Context: an optimization exercise on an open-source flow, tuned for small area, a short achievable clock period and few clock cycles per item. The choices shown serve that exercise and are no tape-out recipe. Where RTL was checked, it was by simulation tests only, not by an equivalence proof against the original. The RTL of runs 3 to 5 was laid out without a check of its function. No activity file was given, so power comes from the tool's default toggle rates.

==> flow/design.v <==
`timescale 1ns / 1ps
package acm_pkg;
   localparam int SPAN_X_RESET = 1820;
   localparam int SPAN_Y_RESET = 980;
   localparam int MARGIN_RESET = 50;
   function automatic logic [24:0] div_step(input logic [24:0] w, input logic [8:0] d);
      logic [9:0] x, y, g, p, gg, pp, g2, p2, c, t;
      logic ge;
      x = w[24:15];
      y = ~{1'b0, d};
      g = x & y;
      p = x ^ y;
      gg = g;
      pp = p;
      for (int s = 1; s < 10; s = s * 2) begin
         g2 = gg;
         p2 = pp;
         for (int i = 0; i < 10; i++) begin
            if (i >= s) begin
               g2[i] = gg[i] | (pp[i] & gg[i-s]);
               p2[i] = pp[i] & pp[i-s];
            end
         end
         gg = g2;
         pp = p2;
      end
      c[0] = 1'b1;
      for (int i = 1; i < 10; i++) c[i] = gg[i-1] | pp[i-1];
      ge = gg[9] | pp[9];
      t  = p ^ c;
      if (ge) div_step = {t[8:0], w[14:0], 1'b1};
      else    div_step = {x[8:0], w[14:0], 1'b0};
   endfunction
   function automatic logic [45:0] csa(input logic [22:0] x, input logic [22:0] y,
                                       input logic [22:0] z);
      logic [22:0] s, c;
      s = x ^ y ^ z;
      c = ((x & y) | (x & z) | (y & z)) << 1;
      csa = {s, c};
   endfunction
   function automatic logic [45:0] mul_cs(input logic [13:0] span, input logic [8:0] mag);
      logic [22:0] r0, r1, r2, r3, r4, r5, r6, r7, r8;
      logic [22:0] a0, a1, a2, a3, a4, a5, b0, b1, b2, b3, c0, c1;
      r0 = mag[0] ? (23'(span) << 0) : 23'd0;
      r1 = mag[1] ? (23'(span) << 1) : 23'd0;
      r2 = mag[2] ? (23'(span) << 2) : 23'd0;
      r3 = mag[3] ? (23'(span) << 3) : 23'd0;
      r4 = mag[4] ? (23'(span) << 4) : 23'd0;
      r5 = mag[5] ? (23'(span) << 5) : 23'd0;
      r6 = mag[6] ? (23'(span) << 6) : 23'd0;
      r7 = mag[7] ? (23'(span) << 7) : 23'd0;
      r8 = mag[8] ? (23'(span) << 8) : 23'd0;
      {a0, a1} = csa(r0, r1, r2);
      {a2, a3} = csa(r3, r4, r5);
      {a4, a5} = csa(r6, r7, r8);
      {b0, b1} = csa(a0, a1, a2);
      {b2, b3} = csa(a3, a4, a5);
      {c0, c1} = csa(b0, b1, b2);
      mul_cs = csa(c0, c1, b3);
   endfunction
   function automatic logic [8:0] half_turn(input logic [8:0] v);
      if (v < 9'd180) half_turn = v + 9'd180;
      else            half_turn = v - 9'd180;
   endfunction
endpackage
`timescale 1ns / 1ps
module acm_front (
   input  logic        clock,
   input  logic        reset,
   input  logic        adv,
   input  logic        req_valid,
   input  logic [23:0] req_data,
   input  logic [2:0]  req_kind,
   output logic        o_v,
   output logic        o_pv,
   output logic        o_sx,
   output logic        o_sy,
   output logic [1:0]  o_la,
   output logic [1:0]  o_ra,
   output logic [8:0]  o_dx,
   output logic [8:0]  o_dy,
   output logic [8:0]  o_ex,
   output logic [8:0]  o_ey
);
   logic       v0_ff;
   logic [2:0] k0_ff;
   logic [8:0] y0_ff, p0_ff;
   logic       lb0_ff, rb0_ff;
   always_ff @(posedge clock) begin
      if (reset) v0_ff <= 1'b0;
      else if (adv) v0_ff <= req_valid;
      if (adv) begin
         k0_ff  <= req_kind;
         y0_ff  <= req_data[8:0];
         p0_ff  <= req_data[17:9];
         lb0_ff <= req_data[18];
         rb0_ff <= req_data[19];
      end
   end
   logic [8:0] a_ff, b_ff, ap_ff, bp_ff;
   logic       ka_ff, kb_ff, sh_ff, pl_ff, pr_ff;
   logic       v1_ff, isa1_ff, isb1_ff, ism1_ff;
   logic [8:0] t1_ff, p1_ff;
   logic [1:0] la1_ff, ra1_ff;
   logic is_a, is_b, is_m, upd;
   logic [8:0] hy, hhy, t, ht, other, hother;
   logic [9:0] da, db;
   logic lo, far, wrap;
   function automatic logic far_from(input logic [9:0] d, input logic lo, input logic sh);
      if (!sh)     far_from = ($signed(d) > 10'sd180) || ($signed(d) < -10'sd180);
      else if (lo) far_from = ($signed(d) > 10'sd0)   || ($signed(d) < -10'sd360);
      else         far_from = ($signed(d) > 10'sd360) || ($signed(d) < 10'sd0);
   endfunction
   always_comb begin
      is_a = (k0_ff == 3'd1);
      is_b = (k0_ff == 3'd2);
      is_m = (k0_ff == 3'd3);
      upd  = adv && v0_ff;
      hy   = acm_pkg::half_turn(y0_ff);
      hhy  = (y0_ff >= 9'd360) ? y0_ff - 9'd360 : y0_ff;
      t    = sh_ff ? hy : y0_ff;           
      ht   = sh_ff ? hhy : hy;             
      other  = is_b ? a_ff : b_ff;
      hother = acm_pkg::half_turn(other);
      lo   = (y0_ff < 9'd180);
      da   = {1'b0, y0_ff} - {1'b0, a_ff};
      db   = {1'b0, y0_ff} - {1'b0, b_ff};
      far  = is_b ? far_from(da, lo, sh_ff) : far_from(db, lo, sh_ff);
      wrap = far && (is_a ? kb_ff : ka_ff);
   end
   always_ff @(posedge clock) begin
      if (reset) begin
         ka_ff <= 1'b0;
         kb_ff <= 1'b0;
         sh_ff <= 1'b0;
         pl_ff <= 1'b0;
         pr_ff <= 1'b0;
         v1_ff <= 1'b0;
      end else if (adv) begin
         v1_ff <= v0_ff;
         if (v0_ff) begin
            case (k0_ff)
               3'd0: begin
                  ka_ff <= 1'b0;
                  kb_ff <= 1'b0;
                  sh_ff <= 1'b0;
               end
               3'd1: begin
                  ka_ff <= 1'b1;
                  sh_ff <= wrap;
               end
               3'd2: begin
                  kb_ff <= 1'b1;
                  sh_ff <= wrap;
               end
               3'd3: begin
                  pl_ff <= lb0_ff;
                  pr_ff <= rb0_ff;
               end
               default: begin
               end
            endcase
         end
      end
      if (upd && is_a) begin
         a_ff  <= wrap ? ht : t;
         ap_ff <= p0_ff;
         if (wrap) b_ff <= hother;
      end
      if (upd && is_b) begin
         b_ff  <= wrap ? ht : t;
         bp_ff <= p0_ff;
         if (wrap) a_ff <= hother;
      end
      if (adv) begin
         isa1_ff <= is_a;
         isb1_ff <= is_b;
         ism1_ff <= is_m;
         t1_ff   <= t;
         p1_ff   <= p0_ff;
         la1_ff  <= is_m ? {!lb0_ff && pl_ff, lb0_ff && !pl_ff} : 2'd0;
         ra1_ff  <= is_m ? {!rb0_ff && pr_ff, rb0_ff && !pr_ff} : 2'd0;
      end
   end
   logic [9:0] ex_p, ex_n, dx_p, dx_n, ey_p, ey_n, dy_p, dy_n;
   logic       v2_ff, pv2_ff, sx2_ff, sy2_ff;
   logic [1:0] la2_ff, ra2_ff;
   logic [8:0] dx2_ff, dy2_ff, ex2_ff, ey2_ff;
   logic       exneg, eyneg, dxneg, dyneg;
   logic [8:0] adx, ady, aex, aey;
   always_comb begin
      ex_p = {1'b0, b_ff} - {1'b0, a_ff};
      ex_n = {1'b0, a_ff} - {1'b0, b_ff};
      dx_p = {1'b0, t1_ff} - {1'b0, a_ff};
      dx_n = {1'b0, a_ff} - {1'b0, t1_ff};
      ey_p = {bp_ff[8], bp_ff} - {ap_ff[8], ap_ff};
      ey_n = {ap_ff[8], ap_ff} - {bp_ff[8], bp_ff};
      dy_p = {p1_ff[8], p1_ff} - {ap_ff[8], ap_ff};
      dy_n = {ap_ff[8], ap_ff} - {p1_ff[8], p1_ff};
      exneg = ex_p[9];
      eyneg = ey_p[9];
      aex = exneg ? ex_n[8:0] : ex_p[8:0];
      aey = eyneg ? ey_n[8:0] : ey_p[8:0];
      if (isa1_ff) begin
         dxneg = 1'b0;
         adx   = 9'd0;
      end else if (isb1_ff) begin
         dxneg = exneg;
         adx   = aex;
      end else begin
         dxneg = dx_p[9];
         adx   = dx_p[9] ? dx_n[8:0] : dx_p[8:0];
      end
      dyneg = dy_p[9];
      ady   = dy_p[9] ? dy_n[8:0] : dy_p[8:0];
   end
   always_ff @(posedge clock) begin
      if (reset) v2_ff <= 1'b0;
      else if (adv) v2_ff <= v1_ff;
      if (adv) begin
         pv2_ff <= (isa1_ff || isb1_ff || ism1_ff) && ka_ff && kb_ff
                   && (ex_p != 10'd0) && (ey_p != 10'd0);
         sx2_ff <= dxneg ^ exneg;
         sy2_ff <= dyneg ^ eyneg;
         la2_ff <= la1_ff;
         ra2_ff <= ra1_ff;
         dx2_ff <= adx;
         dy2_ff <= ady;
         ex2_ff <= aex;
         ey2_ff <= aey;
      end
   end
   assign o_v  = v2_ff;
   assign o_pv = pv2_ff;
   assign o_sx = sx2_ff;
   assign o_sy = sy2_ff;
   assign o_la = la2_ff;
   assign o_ra = ra2_ff;
   assign o_dx = dx2_ff;
   assign o_dy = dy2_ff;
   assign o_ex = ex2_ff;
   assign o_ey = ey2_ff;
endmodule
`timescale 1ns / 1ps
module acm_queue (
   input  logic        clock,
   input  logic        reset,
   input  logic        push,
   input  logic [36:0] push_rsp,
   input  logic        rsp_ready,
   output logic        rsp_valid,
   output logic [36:0] rsp,
   output logic        adv
);
   logic        hv_ff, sv_ff, adv_ff;
   logic [36:0] head_ff, skid_ff;
   logic        pop, load_head;
   logic [1:0]  cnt_next;
   assign pop       = hv_ff && rsp_ready;
   assign load_head = pop || !hv_ff;
   assign cnt_next  = 2'(hv_ff) + 2'(sv_ff) + 2'(push) - 2'(pop);
   always_ff @(posedge clock) begin
      if (reset) begin
         hv_ff  <= 1'b0;
         sv_ff  <= 1'b0;
         adv_ff <= 1'b1;
      end else begin
         hv_ff  <= load_head ? (sv_ff || push) : 1'b1;
         sv_ff  <= load_head ? (sv_ff && push) : (sv_ff || push);
         adv_ff <= (cnt_next <= 2'd1);
      end
      if (load_head) head_ff <= sv_ff ? skid_ff : push_rsp;
      if (push && (sv_ff || !load_head)) skid_ff <= push_rsp;
   end
   assign rsp_valid = hv_ff;
   assign rsp       = head_ff;
   assign adv       = adv_ff;
endmodule
`timescale 1ns / 1ps
module acm_back (
   input  logic        clock,
   input  logic        reset,
   input  logic        adv,
   input  logic        i_v,
   input  logic        i_pv,
   input  logic        i_sx,
   input  logic        i_sy,
   input  logic [1:0]  i_la,
   input  logic [1:0]  i_ra,
   input  logic [8:0]  i_dx,
   input  logic [8:0]  i_dy,
   input  logic [8:0]  i_ex,
   input  logic [8:0]  i_ey,
   input  logic [13:0] span_x,
   input  logic [13:0] span_y,
   input  logic [11:0] margin_x,
   input  logic [11:0] margin_y,
   output logic        o_v,
   output logic [36:0] o_rsp       
);
   localparam int NST = 8;
   logic        vc_ff, pvc_ff, sxc_ff, syc_ff;
   logic [1:0]  lac_ff, rac_ff;
   logic [22:0] sxs_ff, sxc2_ff, sys_ff, syc2_ff;
   logic [8:0]  exc_ff, eyc_ff;
   logic [45:0] mx_cs, my_cs;
   acm_mul u_mul_x (.span(span_x), .mag(i_dx), .cs(mx_cs));
   acm_mul u_mul_y (.span(span_y), .mag(i_dy), .cs(my_cs));
   always_ff @(posedge clock) begin
      if (reset) vc_ff <= 1'b0;
      else if (adv) vc_ff <= i_v;
      if (adv) begin
         pvc_ff <= i_pv;
         sxc_ff <= i_sx;
         syc_ff <= i_sy;
         lac_ff <= i_la;
         rac_ff <= i_ra;
         {sxs_ff, sxc2_ff} <= mx_cs;
         {sys_ff, syc2_ff} <= my_cs;
         exc_ff <= i_ex;
         eyc_ff <= i_ey;
      end
   end
   logic        vm_ff, pvm_ff, sxm_ff, sym_ff;
   logic [1:0]  lam_ff, ram_ff;
   logic [22:0] nxm_ff, nym_ff;
   logic [8:0]  exm_ff, eym_ff;
   logic [22:0] nx, ny;
   logic [8:0]  ex0, ey0;
   acm_cpa u_cpa_x (.s(sxs_ff), .c(sxc2_ff), .e(exc_ff), .n(nx), .e_out(ex0));
   acm_cpa u_cpa_y (.s(sys_ff), .c(syc2_ff), .e(eyc_ff), .n(ny), .e_out(ey0));
   always_ff @(posedge clock) begin
      if (reset) vm_ff <= 1'b0;
      else if (adv) vm_ff <= vc_ff;
      if (adv) begin
         pvm_ff <= pvc_ff;
         sxm_ff <= sxc_ff;
         sym_ff <= syc_ff;
         lam_ff <= lac_ff;
         ram_ff <= rac_ff;
         nxm_ff <= nx;
         nym_ff <= ny;
         exm_ff <= ex0;
         eym_ff <= ey0;
      end
   end
   logic        v_ff  [NST];
   logic        pv_ff [NST];
   logic        sx_ff [NST];
   logic        sy_ff [NST];
   logic [1:0]  la_ff [NST];
   logic [1:0]  ra_ff [NST];
   logic [24:0] wx_ff [NST];
   logic [24:0] wy_ff [NST];
   logic [8:0]  ex_ff [NST];
   logic [8:0]  ey_ff [NST];
   logic [24:0] wx_n [NST];
   logic [24:0] wy_n [NST];
   acm_div2 u_div_x0 (.w({2'b00, nxm_ff}), .d(exm_ff), .w_out(wx_n[0]));
   acm_div2 u_div_y0 (.w({2'b00, nym_ff}), .d(eym_ff), .w_out(wy_n[0]));
   always_ff @(posedge clock) begin
      if (reset) v_ff[0] <= 1'b0;
      else if (adv) v_ff[0] <= vm_ff;
      if (adv) begin
         pv_ff[0] <= pvm_ff;
         sx_ff[0] <= sxm_ff;
         sy_ff[0] <= sym_ff;
         la_ff[0] <= lam_ff;
         ra_ff[0] <= ram_ff;
         wx_ff[0] <= wx_n[0];
         wy_ff[0] <= wy_n[0];
         ex_ff[0] <= exm_ff;
         ey_ff[0] <= eym_ff;
      end
   end
   for (genvar s = 1; s < NST; s++) begin : g_div
      acm_div2 u_div_x (.w(wx_ff[s-1]), .d(ex_ff[s-1]), .w_out(wx_n[s]));
      acm_div2 u_div_y (.w(wy_ff[s-1]), .d(ey_ff[s-1]), .w_out(wy_n[s]));
      always_ff @(posedge clock) begin
         if (reset) v_ff[s] <= 1'b0;
         else if (adv) v_ff[s] <= v_ff[s-1];
         if (adv) begin
            pv_ff[s] <= pv_ff[s-1];
            sx_ff[s] <= sx_ff[s-1];
            sy_ff[s] <= sy_ff[s-1];
            la_ff[s] <= la_ff[s-1];
            ra_ff[s] <= ra_ff[s-1];
            wx_ff[s] <= wx_n[s];
            wy_ff[s] <= wy_n[s];
            ex_ff[s] <= ex_ff[s-1];
            ey_ff[s] <= ey_ff[s-1];
         end
      end
   end
   logic pv_l;
   logic [15:0] px, py;
   acm_place u_place_x (.q(wx_ff[NST-1][15:0]), .neg(sx_ff[NST-1]), .m(margin_x), .p(px));
   acm_place u_place_y (.q(wy_ff[NST-1][15:0]), .neg(sy_ff[NST-1]), .m(margin_y), .p(py));
   assign pv_l = pv_ff[NST-1];
   assign o_v  = v_ff[NST-1];
   assign o_rsp = {pv_l, ra_ff[NST-1], la_ff[NST-1], pv_l ? py : 16'd0, pv_l ? px : 16'd0};
endmodule
module acm_mul (
   input  logic [13:0] span,
   input  logic [8:0]  mag,
   output logic [45:0] cs
);
   assign cs = acm_pkg::mul_cs(span, mag);
endmodule
module acm_cpa (
   input  logic [22:0] s,
   input  logic [22:0] c,
   input  logic [8:0]  e,
   output logic [22:0] n,
   output logic [8:0]  e_out
);
   assign n     = s + c;
   assign e_out = ({2'b00, n[22:16]} >= e) ? 9'd0 : e;
endmodule
module acm_div2 (
   input  logic [24:0] w,
   input  logic [8:0]  d,
   output logic [24:0] w_out
);
   assign w_out = acm_pkg::div_step(acm_pkg::div_step(w, d), d);
endmodule
module acm_place (
   input  logic [15:0] q,
   input  logic        neg,
   input  logic [11:0] m,
   output logic [15:0] p
);
   logic [17:0] s;
   always_comb begin
      if (!neg) begin
         s = {2'b00, q} + {6'd0, m};
         p = (s > 18'd32767) ? 16'h7fff : s[15:0];
      end else begin
         s = {6'd0, m} - {2'b00, q};
         p = ($signed(s) < -18'sd32768) ? 16'h8000 : s[15:0];
      end
   end
endmodule
`timescale 1ns / 1ps
module angle_to_cursor_calibrated_mapper_top (
   input  logic        clock,
   input  logic        reset,
   input  logic        req_tvalid,
   output logic        req_tready,
   input  logic [23:0] req_tdata,    
   input  logic [2:0]  req_tuser,    
   output logic        rsp_tvalid,
   input  logic        rsp_tready,
   output logic [39:0] rsp_tdata,    
   output logic [0:0]  rsp_tuser,    
   input  logic        csr_we,
   input  logic [1:0]  csr_index,
   input  logic [13:0] csr_wdata
);
   logic [13:0] span_x_ff, span_y_ff;
   logic [11:0] margin_x_ff, margin_y_ff;
   always_ff @(posedge clock) begin
      if (reset) begin
         span_x_ff   <= 14'(acm_pkg::SPAN_X_RESET);
         span_y_ff   <= 14'(acm_pkg::SPAN_Y_RESET);
         margin_x_ff <= 12'(acm_pkg::MARGIN_RESET);
         margin_y_ff <= 12'(acm_pkg::MARGIN_RESET);
      end else if (csr_we) begin
         case (csr_index)
            2'd0: span_x_ff   <= csr_wdata;
            2'd1: span_y_ff   <= csr_wdata;
            2'd2: margin_x_ff <= csr_wdata[11:0];
            default: margin_y_ff <= csr_wdata[11:0];
         endcase
      end
   end
   logic        adv;
   logic        f_v, f_pv, f_sx, f_sy;
   logic [1:0]  f_la, f_ra;
   logic [8:0]  f_dx, f_dy, f_ex, f_ey;
   logic        b_v;
   logic [36:0] b_rsp, q_rsp;
   acm_front u_front (
      .clock     (clock),
      .reset     (reset),
      .adv       (adv),
      .req_valid (req_tvalid),
      .req_data  (req_tdata),
      .req_kind  (req_tuser),
      .o_v       (f_v),
      .o_pv      (f_pv),
      .o_sx      (f_sx),
      .o_sy      (f_sy),
      .o_la      (f_la),
      .o_ra      (f_ra),
      .o_dx      (f_dx),
      .o_dy      (f_dy),
      .o_ex      (f_ex),
      .o_ey      (f_ey)
   );
   acm_back u_back (
      .clock    (clock),
      .reset    (reset),
      .adv      (adv),
      .i_v      (f_v),
      .i_pv     (f_pv),
      .i_sx     (f_sx),
      .i_sy     (f_sy),
      .i_la     (f_la),
      .i_ra     (f_ra),
      .i_dx     (f_dx),
      .i_dy     (f_dy),
      .i_ex     (f_ex),
      .i_ey     (f_ey),
      .span_x   (span_x_ff),
      .span_y   (span_y_ff),
      .margin_x (margin_x_ff),
      .margin_y (margin_y_ff),
      .o_v      (b_v),
      .o_rsp    (b_rsp)
   );
   acm_queue u_queue (
      .clock     (clock),
      .reset     (reset),
      .push      (adv && b_v),
      .push_rsp  (b_rsp),
      .rsp_ready (rsp_tready),
      .rsp_valid (rsp_tvalid),
      .rsp       (q_rsp),
      .adv       (adv)
   );
   assign req_tready = adv;
   assign rsp_tdata  = {4'b0000, q_rsp[35:0]};
   assign rsp_tuser  = q_rsp[36];
endmodule
==> flow/run.sh <==
#!/bin/bash
# synth_recipe.tcl (not shown) runs the flow's synth.tcl, then flattens the netlist and writes it again
# the make line also repeats each setting of config.mk as NAME=value (left out here)
make -C /OpenROAD-flow-scripts/flow DESIGN_CONFIG=/design/flow/config.mk WORK_HOME=/design/flow/orfs CLKGATE_MAP_FILE= SYNTH_SCRIPT=/design/flow/synth_recipe.tcl finish
==> flow/config.mk <==
export PLATFORM = sky130hd
export DESIGN_NAME = angle_to_cursor_calibrated_mapper_top
export DESIGN_NICKNAME = angle_to_cursor_calibrated_mapper_top
export VERILOG_FILES = /design/flow/design.v
export SDC_FILE = /design/flow/constraint.sdc
export NUM_CORES = 4
export LEC_CHECK = 0
export CAP_MARGIN = 20
export CORE_MARGIN = 2
export CORE_UTILIZATION = 40
export SETUP_SLACK_MARGIN = 4
export SLEW_MARGIN = 20
export SYNTH_HIERARCHICAL = 1
==> flow/constraint.sdc <==
create_clock -name core_clock -period 7.5 [get_ports {clock}]
set_input_delay 1.5000 -clock core_clock [delete_from_list [all_inputs] [get_ports {clock}]]
set_output_delay 1.5000 -clock core_clock [all_outputs]
set_load 0.01 [all_outputs]
==> results of run 1 <==
-- per-layer routing --
layer / GRT usage [%] / vias up / share of wire, %
met2: 28.90 / 617 / 51
met5: 0 / - / 0
met4: 4.367 / 0 / 2.7
met3: 2.066 / 229 / 3.0
li1: - / 20860 / -
met1: 19.79 / 20810 / 44
-- state kept, by name, summed over array words and instances, names as in the netlist, 12 cells and up --
name and count:
u_back.ra_ff 16, margin_y_ff 12, u_back.sxs_ff 23, u_back.ey_ff 63, u_back.la_ff 16, u_back.wy_ff 191
u_back.wx_ff 191, span_y_ff 14, u_queue.skid_ff 37, u_back.syc2_ff 23, margin_x_ff 12, u_queue.head_ff 37
u_back.sxc2_ff 23, u_back.sys_ff 23, u_back.ex_ff 63, u_back.nym_ff 23, u_back.nxm_ff 23, span_x_ff 14
-- path summary, 6_finish.rpt --
| kind | startpoint | endpoint | slack (ps) |
|---|---|---|---|
| setup reg to reg | u_front.b_ff[0] | u_front.b_ff[5] | 3410 |
| hold / removal | u_back.pv_ff[3] | u_back.pv_ff[4] | 360 |
| setup / recovery | u_front.b_ff[0] | u_front.b_ff[5] | 3410 |
| hold reg to reg | u_back.pv_ff[3] | u_back.pv_ff[4] | 360 |
-- stage by stage --
stage	power (mW)	setup slack (ps)	hold slack (ps)	setup TNS (ps)
floorplan	28.40	-804.5	400.3	-30510
global placement	31.10	2629	400.1	0
detailed placement	31.55	2533	404.5	0
CTS	41.94	3486	358.3	0
global route	47.20	3347	371.0	0
finish	43.77	3412	358.9	0
-- power by group --
part	switching, mW	leakage [nW]	internal (mW)	total, mW
Sequential	1.02	10.7	9.17	10.2
Combinational	13.1	20.7	14.7	27.8
Clock	2.36	1.91	3.43	5.79
Total	16.5	33.3	27.3	43.8
-- placed cells by master, fill, tap and decap left out, types with 22 or more instances in the layout --
| cell type | instances |
|---|---|
| buf_4 | 397 |
| a21oi_4 | 39 |
| mux2_4 | 153 |
| nand2_2 | 22 |
| nand2b_1 | 97 |
| inv_1 | 460 |
| ha_1 | 378 |
| nor3_1 | 63 |
| edfxtp_1 | 944 |
| buf_6 | 49 |
| fa_1 | 180 |
| inv_2 | 107 |
| and2_1 | 163 |
| a21oi_1 | 149 |
| o21a_1 | 123 |
| a21o_1 | 97 |
| nand3_1 | 82 |
| ha_2 | 59 |
| nor2_1 | 359 |
| o21ai_0 | 52 |
| clkdlybuf4s50_1 | 81 |
| nor2b_1 | 35 |
| a211oi_1 | 47 |
| a21oi_2 | 42 |
| o2111ai_4 | 35 |
| a221oi_1 | 22 |
| o21ai_1 | 34 |
| o211ai_1 | 37 |
| clkbuf_16 | 116 |
| mux2_2 | 119 |
| ha_4 | 127 |
| xnor2_1 | 184 |
| mux2i_1 | 132 |
| nand2_1 | 289 |
| clkbuf_1 | 32 |
| dfxtp_1 | 75 |
| xor2_1 | 84 |
-- cell type report --
type / instances / area, um^2
clock inverters: 58 / 792.0
fillers: 14670 / 86700
clock buffers: 159 / 3174
repair buffers: 542 / 4631
multi-input cells: 3786 / 37180
flip-flops and latches: 1026 / 30010
inverters: 572 / 2158
diodes: 2 / 5.005
well taps: 2204 / 2758
-- worst reg2reg max path, stage by stage, from the launching register on --
cell,delay (ps)
edfxtp_1,480
ha_4,220
fa_2,370
nand2b_4,170
a211oi_4,210
mux2i_1,110
or3_4,350
buf_6,140
nand4b_1,100
a211oi_2,80
or4b_4,560
buf_12,160
a21boi_4,270
mux2i_1,280
mux2i_1,270
nor4b_2,70
-- what timing repair did --
item                                    in CTS  in global routing
endpoints found under the setup margin     233                218
hold buffers                                 0                  0
pin swaps                                  216                194
gates resized for setup                    520                312
setup buffers                              298                141
gates cloned                                11                  1
==> impl_metrics.yaml, run 1 <==
sta:
  rsz0062_at_grt: "true"
  finalHoldViolCount: 0
  fmax_mhz: 244.6
  slew_violations: 0
  relSlewSlack_pct: 31.96
  post-route-period-util_pct: 54.51
  tightest_slew_ps: 1021
  period_minus_slack_ps: 4088
  skew_ps: 79.08
  setup_viol: 0
floorplanning:
  start_util_pct: 40.29
  fp.coreArea_um2: 167400
  row_count: 150
  ios: 91
  fp.dieW_um: 414.6
  die_y_um: 414.6
  die_area_um2: 171900
yosys:
  synth.cell_area_um2: 67450
  syn_area_per_cell_um2: 11.75
  ys_warn_count: 35
  syn_inst: 5742
power:
  p_leak_nw: 33.29
  power_density_nw_per_um2: 542.4
  peakVddDrop_uv: 298.0
worst_setup_path:
  crit_family: "simple AND/OR/NAND/NOR gates"
  crit_top_cell: "mux2i_1"
  critPathArrivalTime_ps: 4530
  cp-start-kind: "flip-flop"
  crit_slowest_cell: "or4b_4"
  required_ps: 7940
  r2r_cells: 15
  crit_buf_inv: 2
  crit_path_max_incr_delay_ps: 560
  cp.depth: 15
  path_cells: "ha_4 > fa_2 > nand2b_4 > a211oi_4 > mux2i_1 > or3_4 > buf_6 > nand4b_1 > a211oi_2 > or4b_4 > buf_12 > a21boi_4 > mux2i_1 > mux2i_1 > nor4b_2"
  end_kind: "flip-flop"
  cp_max_fo: 5
  crit_type: "flip-flop to flip-flop"
routing:
  post_drt_wl_per_cell_um: 16.70
  drc: 0
  finalWirelength_mm: 139.4
  drtPass1Iterations: 5
  via_per_inst: 5.092
  drt_iter0_markers: 2220
  ant_nets: 0
  vias: 42520
final_layout:
  final_cells: 8349
  final_cell_area_um2: 80710
  post-route-util_pct: 48.21
  area_growth_pct: 19.65
  drive_gt1_share_pct: 27.89
  nets: 6841
global_route:
  antenna_found_initial: 2
  grt_pass1_vias: 43860
  grt_max_degree: 178
  grt_pass1_wl_mm: 226.8
  overflow: 0
  track_usage_pct: 15.93
min_path:
  hold_class: "flip-flop to flip-flop"
  holdPathStages: 0
clock_tree:
  clkLatencyLatePin_ps: 760
  cts_tree: "built"
  clock-sinks: 1026
  clk_pin_slew_ps: 60
  root_buffer: "clkbuf_16"
  htree_levels: 3
  cts_buffers: 115
  clockBufferDepth: 3
placed_design:
  portBuffers: 82
  dp.cells: 7679
  placed_cell_area_um2: 69040
  place.gp.congestion: 0.8339
  dp_hpwl_mm: 95.56
flow_run:
  cap_violations: 0
run_status:
  status: "timing/DRC/antenna clean"
Testbench counts, summed over its fixed seeds: cycles 2,512, items 2,400.
==> inputs of run 2 (changes only) <==
--- a/flow/config.mk
+++ b/flow/config.mk
@@ -10,3 +10,2 @@
 export CORE_UTILIZATION = 40
-export SETUP_SLACK_MARGIN = 4
 export SLEW_MARGIN = 20
==> impl_metrics.yaml, run 2 <==
clock_tree:
  clock-sinks: 1026
  cts_tree: "built"
  root_buffer: "clkbuf_16"
  cts_hold_buffers: 0
  htree_levels: 3
  cts_setup_buffers: 0
  cts_buffers: 111
  clk_pin_slew_ps: 60
  clockBufferDepth: 3
  clkLatencyLatePin_ps: 740
  ctsResizeCount: 0
sta:
  relSlewSlack_pct: 32.88
  skew_ps: 37.07
  tightest_slew_ps: 998.3
  period_minus_slack_ps: 4892
  setup_viol: 0
  finalHoldViolCount: 0
  post-route-period-util_pct: 65.23
  holdWs_ps: 394.7
  fmax_mhz: 204.4
  rsz0062_at_grt: "false"
  slew_violations: 0
power:
  power.total_mw: 36.65
  swShare_pct: 37.55
  power_density_nw_per_um2: 505.2
  switchingPower_mw: 13.76
  p_int_mw: 22.89
  peakVddDrop_uv: 298.1
  clkPwrFrac_pct: 15.5
  share_seq_of_total_power_pct: 27.5
  pwr-share-comb_pct: 57.0
  p_leak_nw: 30.70
floorplanning:
  die_y_um: 414.6
  fp.coreArea_um2: 167400
  die_area_um2: 171900
  start_util_pct: 40.29
  ios: 91
  fp.dieW_um: 414.6
  row_count: 150
global_route:
  grt_pass1_vias: 40950
  grt-busiest-layer: "met2"
  track_usage_pct: 14.90
  grt_max_degree: 197
  antenna_found_initial: 1
  grt_util_met3_pct: 2.103
  grt_pass1_wl_mm: 211.9
  overflow: 0
  met2_usage_pct: 25.78
  grt_util_met1_pct: 19.22
routing:
  post_drt_wl_per_cell_um: 16.23
  drtPass1Iterations: 5
  drt_iter0_markers: 2095
  vias: 39990
  finalWirelength_mm: 128.1
  drc: 0
  via_per_inst: 5.068
  ant_nets: 0
worst_setup_path:
  r2r_slack_ps: 2610
  regToRegEndpoint: "u_front.b_ff[4]"
  required_ps: 7960
  cp_max_fo: 21
  r2r_cells: 14
  end_kind: "flip-flop"
  cp-start-kind: "flip-flop"
  crit_type: "flip-flop to flip-flop"
  worstSetupStartpoint: "u_front.y0_ff[0]"
  critPathArrivalTime_ps: 5350
  r2r-start: "u_front.y0_ff[0]"
yosys:
  syn_area_per_cell_um2: 11.75
  syn_inst: 5742
  ys_warn_count: 35
  synth.cell_area_um2: 67450
final_layout:
  nets: 6389
  area_growth_pct: 7.552
  post-route-util_pct: 43.33
  drive_gt1_share_pct: 12.54
  top_regs: "u_back.wx_ff: 191 flops, u_back.wy_ff: 191 flops"
  antenna_cells: 0
  layout_common_cells: "edfxtp_1, ha_1, inv_1"
  final_common_cell: "edfxtp_1"
placed_design:
  portBuffers: 82
  place.gp.congestion: 0.8461
  dp_hpwl_mm: 96.64
min_path:
  min_delay_worst_endpoint: "u_back.la_ff[5][1]"
  hold_class: "flip-flop to flip-flop"
  hp-start: "u_back.la_ff[4][1]"
  holdPathStages: 0
flow_run:
  cap_violations: 0
run_status:
  status: "timing/DRC/antenna clean"
-- run 2: cell types whose count changed in the layout (fill, tap and decap cells not counted), moves of 39 or more --
cell | previous run | this run
mux2_2 | 119 | 159
ha_2 | 59 | 0
a21oi_4 | 39 | 0
o21ai_0 | 52 | 97
buf_6 | 49 | 0
ha_4 | 127 | 0
mux2_4 | 153 | 113
a21oi_1 | 149 | 188
ha_1 | 378 | 564
inv_1 | 460 | 563
buf_4 | 397 | 20
inv_2 | 107 | 6
-- run 2: worst max path at each step --
stage / end / slack [ps]
after floorplan: u_front.a_ff[3] / -810
after global placement: u_front.b_ff[4] / 2770
after detailed placement: u_front.b_ff[4] / 2630
after CTS: u_front.b_ff[4] / 2610
after global routing: u_front.b_ff[4] / 2220
final: u_front.b_ff[4] / 2610
-- run 2: final cells by class --
class / count / area, um^2
clock buffer: 138 / 2909
clock inverter: 71 / 914.6
fill: 15390 / 94870
inverter: 572 / 2152
multi-input combinational: 3775 / 32780
sequential: 1026 / 30000
tap: 2204 / 2758
timing repair buffer: 105 / 1036
-- run 2: metrics by stage --
step                      TNS [ps]  setup slack (ps)  cell area, um^2  cells
final                            0              2608            72540   7891
after detailed placement         0              2626            68720   7682
after floorplan             -30670            -807.8            67590   5758
after global placement           0              2767            68700   7681
after CTS                        0              2611            72540   7891
after global routing             0              2222            72540   7891
-- run 2: power by group through the flow --
stage | Clock, mW | Sequential (mW) | Combinational, mW
6_report | 5.67 | 10.1 | 20.9
5_1_grt | 6.08 | 10.3 | 23.5
4_1_cts | 5.85 | 10.1 | 21.1
3_5_place_dp | 0 | 10.2 | 20.8
3_3_place_gp | 0 | 10.2 | 20.3
2_1_floorplan | 0 | 9.75 | 18.2
-- run 2: routing by layer --
layer	up-vias	share of wire, %
li1	19900	-
met1	19340	45
met2	548	48
met3	204	3.2
met4	0	3.1
met5	-	0
-- run 2: worst max-delay path, cell delays in order (launching register included) --
cell and delay [ps]:
edfxtp_1 390, inv_1 140, ha_1 230, fa_1 490, nand2b_1 230, a211oi_2 280
mux2i_1 110, or3_1 490, nor4_2 310, nor4_1 80, or4b_4 500, a21boi_4 680
mux2i_1 170, a31oi_1 360, o21ai_0 150
==> inputs of run 3 (changes only) <==
--- a/flow/design.v
+++ b/flow/design.v
@@ -105,10 +105,4 @@
    logic is_a, is_b, is_m, upd;
-   logic [8:0] hy, hhy, t, ht, other, hother;
-   logic [9:0] da, db;
-   logic lo, far, wrap;
-   function automatic logic far_from(input logic [9:0] d, input logic lo, input logic sh);
-      if (!sh)     far_from = ($signed(d) > 10'sd180) || ($signed(d) < -10'sd180);
-      else if (lo) far_from = ($signed(d) > 10'sd0)   || ($signed(d) < -10'sd360);
-      else         far_from = ($signed(d) > 10'sd360) || ($signed(d) < 10'sd0);
-   endfunction
+   logic [8:0] t, ht, hother;
+   logic wrap;
    always_comb begin
@@ -118,14 +112,17 @@
       upd  = adv && v0_ff;
-      hy   = acm_pkg::half_turn(y0_ff);
-      hhy  = (y0_ff >= 9'd360) ? y0_ff - 9'd360 : y0_ff;
-      t    = sh_ff ? hy : y0_ff;           
-      ht   = sh_ff ? hhy : hy;             
-      other  = is_b ? a_ff : b_ff;
-      hother = acm_pkg::half_turn(other);
-      lo   = (y0_ff < 9'd180);
-      da   = {1'b0, y0_ff} - {1'b0, a_ff};
-      db   = {1'b0, y0_ff} - {1'b0, b_ff};
-      far  = is_b ? far_from(da, lo, sh_ff) : far_from(db, lo, sh_ff);
-      wrap = far && (is_a ? kb_ff : ka_ff);
    end
+   acm_rec u_rec (
+      .y      (y0_ff),
+      .a      (a_ff),
+      .b      (b_ff),
+      .sh     (sh_ff),
+      .is_a   (is_a),
+      .is_b   (is_b),
+      .ka     (ka_ff),
+      .kb     (kb_ff),
+      .t      (t),
+      .ht     (ht),
+      .hother (hother),
+      .wrap   (wrap)
+   );
    always_ff @(posedge clock) begin
@@ -184,3 +181,2 @@
    end
-   logic [9:0] ex_p, ex_n, dx_p, dx_n, ey_p, ey_n, dy_p, dy_n;
    logic       v2_ff, pv2_ff, sx2_ff, sy2_ff;
@@ -188,30 +184,23 @@
    logic [8:0] dx2_ff, dy2_ff, ex2_ff, ey2_ff;
-   logic       exneg, eyneg, dxneg, dyneg;
+   logic       pv, sx, sy;
    logic [8:0] adx, ady, aex, aey;
-   always_comb begin
-      ex_p = {1'b0, b_ff} - {1'b0, a_ff};
-      ex_n = {1'b0, a_ff} - {1'b0, b_ff};
-      dx_p = {1'b0, t1_ff} - {1'b0, a_ff};
-      dx_n = {1'b0, a_ff} - {1'b0, t1_ff};
-      ey_p = {bp_ff[8], bp_ff} - {ap_ff[8], ap_ff};
-      ey_n = {ap_ff[8], ap_ff} - {bp_ff[8], bp_ff};
-      dy_p = {p1_ff[8], p1_ff} - {ap_ff[8], ap_ff};
-      dy_n = {ap_ff[8], ap_ff} - {p1_ff[8], p1_ff};
-      exneg = ex_p[9];
-      eyneg = ey_p[9];
-      aex = exneg ? ex_n[8:0] : ex_p[8:0];
-      aey = eyneg ? ey_n[8:0] : ey_p[8:0];
-      if (isa1_ff) begin
-         dxneg = 1'b0;
-         adx   = 9'd0;
-      end else if (isb1_ff) begin
-         dxneg = exneg;
-         adx   = aex;
-      end else begin
-         dxneg = dx_p[9];
-         adx   = dx_p[9] ? dx_n[8:0] : dx_p[8:0];
-      end
-      dyneg = dy_p[9];
-      ady   = dy_p[9] ? dy_n[8:0] : dy_p[8:0];
-   end
+   acm_delta u_delta (
+      .a     (a_ff),
+      .b     (b_ff),
+      .ap    (ap_ff),
+      .bp    (bp_ff),
+      .t     (t1_ff),
+      .p     (p1_ff),
+      .is_a  (isa1_ff),
+      .is_b  (isb1_ff),
+      .calc  (isa1_ff || isb1_ff || ism1_ff),
+      .known (ka_ff && kb_ff),
+      .pv    (pv),
+      .sx    (sx),
+      .sy    (sy),
+      .adx   (adx),
+      .ady   (ady),
+      .aex   (aex),
+      .aey   (aey)
+   );
    always_ff @(posedge clock) begin
@@ -220,6 +209,5 @@
       if (adv) begin
-         pv2_ff <= (isa1_ff || isb1_ff || ism1_ff) && ka_ff && kb_ff
-                   && (ex_p != 10'd0) && (ey_p != 10'd0);
-         sx2_ff <= dxneg ^ exneg;
-         sy2_ff <= dyneg ^ eyneg;
+         pv2_ff <= pv;
+         sx2_ff <= sx;
+         sy2_ff <= sy;
          la2_ff <= la1_ff;
@@ -243,2 +231,88 @@
 endmodule
+module acm_rec (
+   input  logic [8:0] y,
+   input  logic [8:0] a,
+   input  logic [8:0] b,
+   input  logic       sh,
+   input  logic       is_a,
+   input  logic       is_b,
+   input  logic       ka,
+   input  logic       kb,
+   output logic [8:0] t,
+   output logic [8:0] ht,
+   output logic [8:0] hother,
+   output logic       wrap
+);
+   logic [8:0] hy, hhy;
+   logic [9:0] da, db;
+   logic lo, far;
+   function automatic logic far_from(input logic [9:0] d, input logic lo, input logic sh);
+      if (!sh)     far_from = ($signed(d) > 10'sd180) || ($signed(d) < -10'sd180);
+      else if (lo) far_from = ($signed(d) > 10'sd0)   || ($signed(d) < -10'sd360);
+      else         far_from = ($signed(d) > 10'sd360) || ($signed(d) < 10'sd0);
+   endfunction
+   always_comb begin
+      hy     = acm_pkg::half_turn(y);
+      hhy    = (y >= 9'd360) ? y - 9'd360 : y;
+      t      = sh ? hy : y;
+      ht     = sh ? hhy : hy;
+      hother = acm_pkg::half_turn(is_b ? a : b);
+      lo     = (y < 9'd180);
+      da     = {1'b0, y} - {1'b0, a};
+      db     = {1'b0, y} - {1'b0, b};
+      far    = is_b ? far_from(da, lo, sh) : far_from(db, lo, sh);
+      wrap   = far && (is_a ? kb : ka);
+   end
+endmodule
+module acm_delta (
+   input  logic [8:0] a,
+   input  logic [8:0] b,
+   input  logic [8:0] ap,
+   input  logic [8:0] bp,
+   input  logic [8:0] t,
+   input  logic [8:0] p,
+   input  logic       is_a,
+   input  logic       is_b,
+   input  logic       calc,
+   input  logic       known,
+   output logic       pv,
+   output logic       sx,
+   output logic       sy,
+   output logic [8:0] adx,
+   output logic [8:0] ady,
+   output logic [8:0] aex,
+   output logic [8:0] aey
+);
+   logic [9:0] ex_p, ex_n, dx_p, dx_n, ey_p, ey_n, dy_p, dy_n;
+   logic exneg, eyneg, dxneg, dyneg;
+   always_comb begin
+      ex_p = {1'b0, b} - {1'b0, a};
+      ex_n = {1'b0, a} - {1'b0, b};
+      dx_p = {1'b0, t} - {1'b0, a};
+      dx_n = {1'b0, a} - {1'b0, t};
+      ey_p = {bp[8], bp} - {ap[8], ap};
+      ey_n = {ap[8], ap} - {bp[8], bp};
+      dy_p = {p[8], p} - {ap[8], ap};
+      dy_n = {ap[8], ap} - {p[8], p};
+      exneg = ex_p[9];
+      eyneg = ey_p[9];
+      aex = exneg ? ex_n[8:0] : ex_p[8:0];
+      aey = eyneg ? ey_n[8:0] : ey_p[8:0];
+      if (is_a) begin
+         dxneg = 1'b0;
+         adx   = 9'd0;
+      end else if (is_b) begin
+         dxneg = exneg;
+         adx   = aex;
+      end else begin
+         dxneg = dx_p[9];
+         adx   = dx_p[9] ? dx_n[8:0] : dx_p[8:0];
+      end
+      dyneg = dy_p[9];
+      ady   = dy_p[9] ? dy_n[8:0] : dy_p[8:0];
+      pv = calc && known && (ex_p != 10'd0) && (ey_p != 10'd0);
+      sx = dxneg ^ exneg;
+      sy = dyneg ^ eyneg;
+   end
+endmodule
 `timescale 1ns / 1ps
--- a/flow/config.mk
+++ b/flow/config.mk
@@ -10,2 +10,3 @@
 export CORE_UTILIZATION = 40
+export SETUP_SLACK_MARGIN = 4
 export SLEW_MARGIN = 20
==> impl_metrics.yaml, run 3 <==
run_status:
  status: "timing/DRC/antenna clean"
global_route:
  overflow: 0
  grt_pass1_vias: 42780
  antenna_found_initial: 1
  grt_pass1_wl_mm: 221.7
  track_usage_pct: 15.62
  grt_max_degree: 185
floorplanning:
  row_count: 150
  fp.dieW_um: 414.0
  start_util_pct: 40.26
  die_y_um: 414.0
  fp.coreArea_um2: 167000
  ios: 91
  die_area_um2: 171400
worst_setup_path:
  critPathArrivalTime_ps: 4710
  cp-start-kind: "flip-flop"
  crit_buf_inv: 3
  cp_max_fo: 8
  crit_family: "compound AO/OA/AOI/OAI gates"
  end_kind: "flip-flop"
  path_cells: "inv_1 > ha_2 > o211ai_1 > a21oi_2 > o32ai_2 > o21a_2 > buf_6 > mux2_4 > inv_2 > ha_4 > o211a_1 > o21a_1 > a311o_2 > o311ai_4 > o2111ai_4 > mux2_4"
  crit_type: "flip-flop to flip-flop"
  crit_top_cell: "mux2_4"
  crit_path_max_incr_delay_ps: 450
  crit_slowest_cell: "edfxtp_1"
  required_ps: 7940
placed_design:
  place.gp.congestion: 0.8517
  placed_cell_area_um2: 68500
  portBuffers: 82
  dp.cells: 7672
  dp_hpwl_mm: 96.73
final_layout:
  fillers: 14890
  final_cell_area_um2: 78570
  final_cells: 8263
  nets: 6768
  drive_gt1_share_pct: 25.24
  final_common_cell: "edfxtp_1"
  top_regs: "u_back.wx_ff: 191 flops, u_back.wy_ff: 191 flops"
  area_growth_pct: 16.83
  layout_common_cells: "edfxtp_1, inv_1, ha_1"
  antenna_cells: 0
routing:
  ant_nets: 0
  via_per_inst: 5.149
  drt_iter0_markers: 2451
  drtPass1Iterations: 6
  drc: 0
  finalWirelength_mm: 138.1
  post_drt_wl_per_cell_um: 16.72
  vias: 42550
sta:
  post-route-period-util_pct: 56.90
  skew_ps: 36.03
  period_minus_slack_ps: 4268
  setup_viol: 0
  tightest_slew_ps: 1141
  relSlewSlack_pct: 23.95
  slew_violations: 0
  fin_tns_setup_ps: 0
  finalHoldViolCount: 0
  rsz0062_at_grt: "true"
  fmax_mhz: 234.3
clock_tree:
  cts_tree: "built"
  cts_hold_buffers: 0
  clkLatencyLatePin_ps: 720
  cts_buffers: 109
  clk_pin_slew_ps: 60
  htree_levels: 3
  clock-sinks: 1026
  root_buffer: "clkbuf_16"
  clockBufferDepth: 3
yosys:
  synth.cell_area_um2: 67250
  syn_inst: 5739
  ys_warn_count: 37
  syn_area_per_cell_um2: 11.72
power:
  p_leak_nw: 32.46
  power_density_nw_per_um2: 538.9
  peakVddDrop_uv: 317.6
flow_run:
  cap_violations: 0
min_path:
  hold_class: "flip-flop to flip-flop"
run 3: cell count changes in the layout (fill, tap and decap cells not counted), moves of 27 or more:
| cell | delta |
|---|---|
| o21a_1 | -33 |
| buf_4 | +320 |
| ha_4 | +115 |
| ha_2 | +43 |
| ha_1 | -158 |
| inv_2 | +79 |
| buf_6 | +51 |
| nand2_1 | -31 |
| inv_1 | -88 |
| nor2_1 | -85 |
| or3_1 | +27 |
| mux2_2 | +38 |
run 3: power by group:
group,internal (mW),switching (mW),leakage (nW)
Combinational,14.0,12.5,20.0
Sequential,9.22,1.04,10.7
Clock,3.25,2.28,1.80
Total,26.5,15.8,32.5
run 3: routing by layer:
layer  global-route usage, %  share of wire, %  vias up
met5                       0                 0        -
met4                   5.426               3.6        0
met3                   2.124               3.0      246
met2                   27.72                50      639
met1                   19.41                43    20850
li1                        -                 -    20820
run 3: area by class of cell:
type / count / area [um^2] / share of cell area (%)
tap: 2204 / 2758 / 3.510
clock inverter: 68 / 815.8 / 1.038
sequential: 1026 / 30010 / 38.19
timing repair buffer: 484 / 4163 / 5.298
inverter: 574 / 2187 / 2.784
multi-input combinational: 3775 / 35730 / 45.48
clock buffer: 132 / 2907 / 3.699
run 3: worst paths after layout:
check | start | endpoint | slack [ps] | cells after the start
worst max-delay path | u_back.ey_ff[0][0] | u_back.wy_ff[1][24] | 3230 | 16
worst min-delay path | u_front.ex2_ff[7] | u_back.exc_ff[7] | 400 | 0
worst max register to register | u_back.ey_ff[0][0] | u_back.wy_ff[1][24] | 3230 | 16
worst min register to register | u_front.ex2_ff[7] | u_back.exc_ff[7] | 400 | 0
run 3: per-stage QoR:
stage                     hold WS (ps)  power, mW  worst slack [ps]  utilization, %
final                            401.0      42.34              3232           47.04
after global routing             414.8      45.70              3102           47.04
after CTS                        397.5      41.18              3275           45.90
after detailed placement         404.5      31.66              2675           41.01
after global placement           400.5      31.18              2740           41.01
after floorplan                  400.3      28.32             60.10               -
run 3: timing repair:
action | in CTS | in global routing
buffers inserted | 273 | 112
resized for setup | 471 | 235
setup endpoints to repair | 245 | 230
pin swaps | 257 | 205
endpoints found under the hold margin | 0 | 0
gates cloned | 4 | 2
==> inputs of run 4 (changes only) <==
--- a/flow/design.v
+++ b/flow/design.v
@@ -85,5 +85,10 @@
    logic       v0_ff;
-   logic [2:0] k0_ff;
+   logic       st0_ff, isa0_ff, isb0_ff, ism0_ff;    
    logic [8:0] y0_ff, p0_ff;
    logic       lb0_ff, rb0_ff;
+   logic signed [10:0] lo0_ff, hi0_ff, lo1_ff, hi1_ff;
+   logic signed [10:0] yq;
+   logic               ylo;
+   assign yq  = $signed({2'b00, req_data[8:0]});
+   assign ylo = (req_data[8:0] < 9'd180);
    always_ff @(posedge clock) begin
@@ -92,3 +97,10 @@
       if (adv) begin
-         k0_ff  <= req_kind;
+         lo0_ff <= yq - 11'sd181;
+         hi0_ff <= yq + 11'sd181;
+         lo1_ff <= ylo ? yq - 11'sd1 : yq - 11'sd361;
+         hi1_ff <= ylo ? yq + 11'sd361 : yq + 11'sd1;
+         st0_ff  <= (req_kind == 3'd0);
+         isa0_ff <= (req_kind == 3'd1);
+         isb0_ff <= (req_kind == 3'd2);
+         ism0_ff <= (req_kind == 3'd3);
          y0_ff  <= req_data[8:0];
@@ -105,8 +117,8 @@
    logic is_a, is_b, is_m, upd;
-   logic [8:0] t, ht, hother;
+   logic [8:0] t, a_n, b_n;
    logic wrap;
    always_comb begin
-      is_a = (k0_ff == 3'd1);
-      is_b = (k0_ff == 3'd2);
-      is_m = (k0_ff == 3'd3);
+      is_a = isa0_ff;
+      is_b = isb0_ff;
+      is_m = ism0_ff;
       upd  = adv && v0_ff;
@@ -115,2 +127,6 @@
       .y      (y0_ff),
+      .lo0    (lo0_ff),
+      .hi0    (hi0_ff),
+      .lo1    (lo1_ff),
+      .hi1    (hi1_ff),
       .a      (a_ff),
@@ -123,4 +139,4 @@
       .t      (t),
-      .ht     (ht),
-      .hother (hother),
+      .a_n    (a_n),
+      .b_n    (b_n),
       .wrap   (wrap)
@@ -138,35 +154,22 @@
          if (v0_ff) begin
-            case (k0_ff)
-               3'd0: begin
-                  ka_ff <= 1'b0;
-                  kb_ff <= 1'b0;
-                  sh_ff <= 1'b0;
-               end
-               3'd1: begin
-                  ka_ff <= 1'b1;
-                  sh_ff <= wrap;
-               end
-               3'd2: begin
-                  kb_ff <= 1'b1;
-                  sh_ff <= wrap;
-               end
-               3'd3: begin
-                  pl_ff <= lb0_ff;
-                  pr_ff <= rb0_ff;
-               end
-               default: begin
-               end
-            endcase
+            if (st0_ff) begin
+               ka_ff <= 1'b0;
+               kb_ff <= 1'b0;
+               sh_ff <= 1'b0;
+            end
+            if (is_a) ka_ff <= 1'b1;
+            if (is_b) kb_ff <= 1'b1;
+            if (is_a || is_b) sh_ff <= wrap;
+            if (is_m) begin
+               pl_ff <= lb0_ff;
+               pr_ff <= rb0_ff;
+            end
          end
       end
-      if (upd && is_a) begin
-         a_ff  <= wrap ? ht : t;
-         ap_ff <= p0_ff;
-         if (wrap) b_ff <= hother;
-      end
-      if (upd && is_b) begin
-         b_ff  <= wrap ? ht : t;
-         bp_ff <= p0_ff;
-         if (wrap) a_ff <= hother;
+      if (upd && (is_a || is_b)) begin
+         a_ff <= a_n;
+         b_ff <= b_n;
       end
+      if (upd && is_a) ap_ff <= p0_ff;
+      if (upd && is_b) bp_ff <= p0_ff;
       if (adv) begin
@@ -232,34 +235,41 @@
 module acm_rec (
-   input  logic [8:0] y,
-   input  logic [8:0] a,
-   input  logic [8:0] b,
-   input  logic       sh,
-   input  logic       is_a,
-   input  logic       is_b,
-   input  logic       ka,
-   input  logic       kb,
-   output logic [8:0] t,
-   output logic [8:0] ht,
-   output logic [8:0] hother,
-   output logic       wrap
+   input  logic [8:0]         y,
+   input  logic signed [10:0] lo0,
+   input  logic signed [10:0] hi0,
+   input  logic signed [10:0] lo1,
+   input  logic signed [10:0] hi1,
+   input  logic [8:0]         a,
+   input  logic [8:0]         b,
+   input  logic               sh,
+   input  logic               is_a,
+   input  logic               is_b,
+   input  logic               ka,
+   input  logic               kb,
+   output logic [8:0]         t,        
+   output logic [8:0]         a_n,      
+   output logic [8:0]         b_n,
+   output logic               wrap
 );
-   logic [8:0] hy, hhy;
-   logic [9:0] da, db;
-   logic lo, far;
-   function automatic logic far_from(input logic [9:0] d, input logic lo, input logic sh);
-      if (!sh)     far_from = ($signed(d) > 10'sd180) || ($signed(d) < -10'sd180);
-      else if (lo) far_from = ($signed(d) > 10'sd0)   || ($signed(d) < -10'sd360);
-      else         far_from = ($signed(d) > 10'sd360) || ($signed(d) < 10'sd0);
-   endfunction
+   logic [8:0] hy, hhy, ht, ha, hb;
+   logic signed [10:0] as, bs;
+   logic far_a, far_b;
    always_comb begin
-      hy     = acm_pkg::half_turn(y);
-      hhy    = (y >= 9'd360) ? y - 9'd360 : y;
-      t      = sh ? hy : y;
-      ht     = sh ? hhy : hy;
-      hother = acm_pkg::half_turn(is_b ? a : b);
-      lo     = (y < 9'd180);
-      da     = {1'b0, y} - {1'b0, a};
-      db     = {1'b0, y} - {1'b0, b};
-      far    = is_b ? far_from(da, lo, sh) : far_from(db, lo, sh);
-      wrap   = far && (is_a ? kb : ka);
+      hy    = acm_pkg::half_turn(y);
+      hhy   = (y >= 9'd360) ? y - 9'd360 : y;
+      t     = sh ? hy : y;
+      ht    = sh ? hhy : hy;
+      ha    = acm_pkg::half_turn(a);
+      hb    = acm_pkg::half_turn(b);
+      as    = $signed({2'b00, a});
+      bs    = $signed({2'b00, b});
+      far_a = sh ? ((lo1 >= as) || (hi1 <= as)) : ((lo0 >= as) || (hi0 <= as));
+      far_b = sh ? ((lo1 >= bs) || (hi1 <= bs)) : ((lo0 >= bs) || (hi0 <= bs));
+      wrap  = is_a ? (far_b && kb) : (far_a && ka);
+      if (is_a) begin
+         a_n = wrap ? ht : t;
+         b_n = wrap ? hb : b;
+      end else begin
+         a_n = wrap ? ha : a;
+         b_n = wrap ? ht : t;
+      end
    end
==> impl_metrics.yaml, run 4 <==
run_status:
  status: "timing/DRC/antenna clean"
worst_setup_path:
  end_kind: "flip-flop"
  crit_slowest_cell: "a311o_2"
  worstSetupStartpoint: "u_back.nym_ff[15]"
  crit_buf_inv: 1
  crit_type: "flip-flop to flip-flop"
  r2r-start: "u_back.nym_ff[15]"
  r2r_slack_ps: 3230
  cp_max_fo: 8
  path_cells: "inv_2 > ha_4 > o211ai_1 > a21oi_2 > o32ai_2 > o21a_2 > mux2_4 > ha_4 > a21o_1 > o21a_1 > a311o_2 > o311ai_4 > o2111ai_4 > mux2_4"
  cp-start-kind: "flip-flop"
  required_ps: 7990
  crit_path_max_incr_delay_ps: 440
  crit_family: "compound AO/OA/AOI/OAI gates"
  critPathArrivalTime_ps: 4760
clock_tree:
  clock-sinks: 1062
  root_buffer: "clkbuf_16"
  clk_pin_slew_ps: 50
  clockBufferDepth: 3
  htree_levels: 3
  clkLatencyLatePin_ps: 770
  cts_tree: "built"
  cts_buffers: 115
  cts_hold_buffers: 0
min_path:
  hp-start: "u_front.ey2_ff[5]"
  hold_class: "flip-flop to flip-flop"
routing:
  ant_nets: 0
  post_drt_wl_per_cell_um: 16.99
  vias: 44250
  finalWirelength_mm: 146.3
  via_per_inst: 5.138
  drtPass1Iterations: 5
  drt_iter0_markers: 2301
  drc: 0
sta:
  finalHoldViolCount: 0
  tightest_slew_ps: 1131
  fmax_mhz: 234.1
  period_minus_slack_ps: 4272
  relSlewSlack_pct: 24.59
  slew_violations: 0
  post-route-period-util_pct: 56.96
  setup_viol: 0
  fin_ws_ps: 3228
  holdWs_ps: 370.4
  skew_ps: 81.37
  rsz0062_at_grt: "true"
yosys:
  syn_area_per_cell_um2: 11.64
  ys_warn_count: 37
  synth.cell_area_um2: 69770
  syn_inst: 5992
global_route:
  track_usage_pct: 16.00
  grt_max_degree: 168
  antenna_found_initial: 0
  grt_pass1_wl_mm: 233.6
  overflow: 0
  grt_pass1_vias: 44530
power:
  p_leak_nw: 33.57
  peakVddDrop_uv: 248.2
  power_density_nw_per_um2: 441.2
placed_design:
  dp_hpwl_mm: 103.8
  place.gp.congestion: 0.8685
  portBuffers: 82
  dp_slack_ps: 2674
floorplanning:
  die_area_um2: 177800
  start_util_pct: 40.18
  ios: 91
  row_count: 153
  fp.dieW_um: 421.6
  die_y_um: 421.6
  fp.coreArea_um2: 173600
final_layout:
  nets: 7049
  area_growth_pct: 16.27
  drive_gt1_share_pct: 22.74
  top_regs: "u_back.wx_ff: 191 flops, u_back.wy_ff: 191 flops"
  layout_common_cells: "edfxtp_1, inv_1, ha_1"
  final_common_cell: "edfxtp_1"
flow_run:
  cap_violations: 0
==> run 4: final timing paths <==
check,cells after the start,to
setup / recovery,14,u_back.wy_ff[0][22]
hold / removal,0,u_back.eyc_ff[5]
setup reg to reg,14,u_back.wy_ff[0][22]
hold reg to reg,0,u_back.eyc_ff[5]
==> run 4: area by class of cell <==
type                    instances  area, um^2
diodes                          2       5.005
clock buffers                 126        2959
clock inverters                86        1155
fillers                     15510       92510
inverters                     588        2230
multi-input cells            3969       36790
flip-flops and latches       1062       31170
well taps                    2325        2909
repair buffers                454        3905
==> run 4: worst register-to-register path: stages, from the launching register on <==
cell and delay (ps):
edfxtp_1 410, inv_2 100, ha_4 210, o211ai_1 260, a21oi_2 120, o32ai_2 310, o21a_2 250, mux2_4 340
ha_4 230, a21o_1 160, o21a_1 220, a311o_2 440, o311ai_4 300, o2111ai_4 290, mux2_4 380
==> run 4: what timing repair did <==
| item | 4_1_cts | 5_1_grt |
|---|---|---|
| resized for setup | 393 | 190 |
| gates cloned | 5 | 0 |
| buffers inserted | 263 | 88 |
| endpoints found under the setup margin | 384 | 366 |
| pin swaps | 202 | 172 |
==> run 4: routing by layer <==
metal / routed length [um] / track usage (%)
met5: 0 / 0
met4: 3991 / 4.701
met3: 4390 / 2.141
met2: 74910 / 28.80
met1: 63040 / 19.87
==> run 4: power breakdown <==
group | switching [mW] | internal [mW] | total (mW)
Sequential | 0.845 | 8.86 | 9.70
Clock | 2.44 | 3.62 | 6.07
Combinational | 9.43 | 10.6 | 20.0
==> run 4: metrics by stage <==
| step | util, % | instance area, um^2 | total power, mW | std cells | setup TNS (ps) |
|---|---|---|---|---|---|
| CTS | 45.77 | 79460 | 35.04 | 8521 | 0 |
| global route | 46.72 | 81110 | 38.36 | 8610 | 0 |
| floorplan | - | 70180 | 23.55 | 6013 | -13620 |
| detailed placement | 41.10 | 71360 | 26.00 | 8041 | 0 |
| global placement | 41.10 | 71360 | 25.60 | 8040 | 0 |
| finish | 46.72 | 81120 | 35.79 | 8612 | 0 |
==> inputs of run 5 (changes only) <==
--- a/flow/config.mk
+++ b/flow/config.mk
@@ -7,2 +7,3 @@
 export LEC_CHECK = 0
+export ABC_AREA = 1
 export CAP_MARGIN = 20
@@ -10,3 +11,3 @@
 export CORE_UTILIZATION = 40
-export SETUP_SLACK_MARGIN = 4
+export SETUP_SLACK_MARGIN = 4.0
 export SLEW_MARGIN = 20
==> impl_metrics.yaml, run 5 <==
final_layout:
  drive_gt1_share_pct: 10.80
  area_growth_pct: 10.87
  top_regs: "u_back.wx_ff: 191 flops, u_back.wy_ff: 191 flops"
  layout_common_cells: "nand2_1, inv_1, edfxtp_1"
  post-route-util_pct: 44.53
  nets: 10410
  final_common_cell: "nand2_1"
worst_setup_path:
  crit_buf_inv: 3
  crit_top_cell: "nand2_1"
  path_cells: "ha_1 > nand2_4 > inv_1 > nand2_1 > nand2_2 > nand2_2 > nand4_4 > nand2_1 > clkinv_1 > nor2_4 > ha_1 > nand2_1 > inv_1 > nand2_1 > nand2_1 > nand2_1 > nand3_4 > a21oi_4 > nand3_4 > nand2_1 > nand2_1"
  crit_type: "flip-flop to flip-flop"
  crit_path_max_incr_delay_ps: 420
  r2r_slack_ps: 4120
  cp_max_fo: 5
  required_ps: 8000
  critPathArrivalTime_ps: 3890
  cp-start-kind: "flip-flop"
  worstSetupStartpoint: "u_back.wx_ff[4][19]"
  end_kind: "flip-flop"
  r2r-start: "u_back.wx_ff[4][19]"
  crit_slowest_cell: "edfxtp_1"
  crit_family: "simple AND/OR/NAND/NOR gates"
sta:
  finalHoldViolCount: 0
  fmax_mhz: 295.7
  skew_ps: 53.53
  period_minus_slack_ps: 3382
  post-route-period-util_pct: 45.09
  rsz0062_at_grt: "true"
  slew_violations: 0
  relSlewSlack_pct: 26.80
  tightest_slew_ps: 1098
  setup_viol: 0
  fin_tns_setup_ps: 0
yosys:
  ys_warn_count: 37
  syn_area_per_cell_um2: 8.279
  syn_inst: 9558
  synth.cell_area_um2: 79130
global_route:
  grt_pass1_vias: 58310
  grt_pass1_wl_mm: 297.1
  overflow: 0
  antenna_found_initial: 3
  grt_max_degree: 183
  track_usage_pct: 17.77
min_path:
  hp-start: "u_back.nym_ff[6]"
  hold_class: "flip-flop to flip-flop"
placed_design:
  portBuffers: 82
  place.gp.congestion: 0.8912
  dp_hpwl_mm: 139.0
floorplanning:
  die_y_um: 448.8
  fp.dieW_um: 448.8
  start_util_pct: 40.17
  ios: 91
  fp.coreArea_um2: 197000
  die_area_um2: 201400
  row_count: 163
clock_tree:
  htree_levels: 3
  cts_hold_buffers: 0
  cts_tree: "built"
  cts_buffers: 116
  clock-sinks: 1062
  root_buffer: "clkbuf_16"
  clk_pin_slew_ps: 60
  clkLatencyLatePin_ps: 780
  clockBufferDepth: 3
run_status:
  status: "timing/DRC/antenna clean"
routing:
  ant_nets: 0
  vias: 59230
  drtPass1Iterations: 8
  drt_iter0_markers: 3561
  post_drt_wl_per_cell_um: 15.00
  finalWirelength_mm: 184.3
  drc: 0
  via_per_inst: 4.819
power:
  power_density_nw_per_um2: 437.8
  peakVddDrop_uv: 259.4
  p_leak_nw: 43.88
flow_run:
  cap_violations: 0
[run 5: metrics by stage]
stage | instance area [um^2] | cells | power, mW | setup slack (ps) | hold WS (ps)
after global placement | 80430 | 11920 | 29.97 | 2936 | 401.7
after global routing | 87730 | 12290 | 42.11 | 3896 | 393.1
final | 87730 | 12290 | 38.41 | 4118 | 378.9
after floorplan | 79240 | 9583 | 26.73 | -820.8 | 400.3
after CTS | 84960 | 12170 | 36.71 | 4002 | 381.4
after detailed placement | 80430 | 11920 | 30.34 | 2904 | 404.5
[run 5: path summary, 6_finish.rpt]
check | to | cells after the start
max | u_back.wx_ff[5][16] | 21
min | u_back.wy_ff[0][8] | 0
max reg2reg | u_back.wx_ff[5][16] | 21
min reg2reg | u_back.wy_ff[0][8] | 0
[run 5: timing repair]
action | 4_1_cts | 5_1_grt
gates resized for setup | 54 | 347
setup endpoints to repair | 151 | 169
cloned | 2 | 22
buffers inserted | 28 | 96
pin swaps | 13 | 82
[run 5: final cells by class]
cell class,count,area (um^2)
fillers,19380,109300
diodes,2,5.005
flip-flops and latches,1062,31160
inverters,1740,6538
well taps,2640,3303
clock buffers,149,3139
clock inverters,69,853.3
multi-input cells,6403,40770
repair buffers,226,1963
[run 5: layer usage]
layer / wire length, um / vias to the layer above / track usage (%) / part of all wire (%)
li1: - / 30270 / - / -
met1: 84960 / 27680 / 23.62 / 46
met2: 88150 / 1014 / 30.42 / 48
met3: 5934 / 267 / 1.919 / 3.2
met4: 5310 / 0 / 5.266 / 2.9
met5: 0 / - / 0 / 0
[run 5: power by group]
group          internal, mW  switching (mW)
Combinational          8.58            14.0
Sequential             8.91            1.02
Clock                  3.43            2.49
Total                  20.9            17.5

==> static timing again, ports no longer ideal <==
How much do the figures lean on ideal ports? The routed layouts below were timed once more, with nothing changed but the port constraints. Step 1, drivers: a clkbuf_16 drives clock and a buf_2 each remaining input, both assumed. Step 2 times the ports against the registers' clock, not the clock port: input delays grow and output delays shrink by t, the midpoint of the rising clock arrivals with the driver on. a / b / c = no drivers / after step 1 / after step 2; a / b = the first two.
run | t, ns | slack for setup (ns) | latest minus earliest clock arrival (ns)
run 1 | 0.793 | 3.412 / 3.412 / 3.412 | 0.083 / 0.084
run 2 | 0.790 | 2.608 / 2.608 / 2.608 | 0.038 / 0.037
run 3 | 0.774 | 3.232 / 3.232 / 3.232 | 0.043 / 0.044
run 4 | 0.795 | 3.228 / 3.228 / 3.228 | 0.086 / 0.087
run 5 | 0.835 | 4.118 / 4.118 / 3.488 | 0.059 / 0.059
After both steps every run listed still meets setup and hold. The setup slack of run 5, which loses most, moves by 0.000 ns with the drivers and by -0.630 ns with both steps.
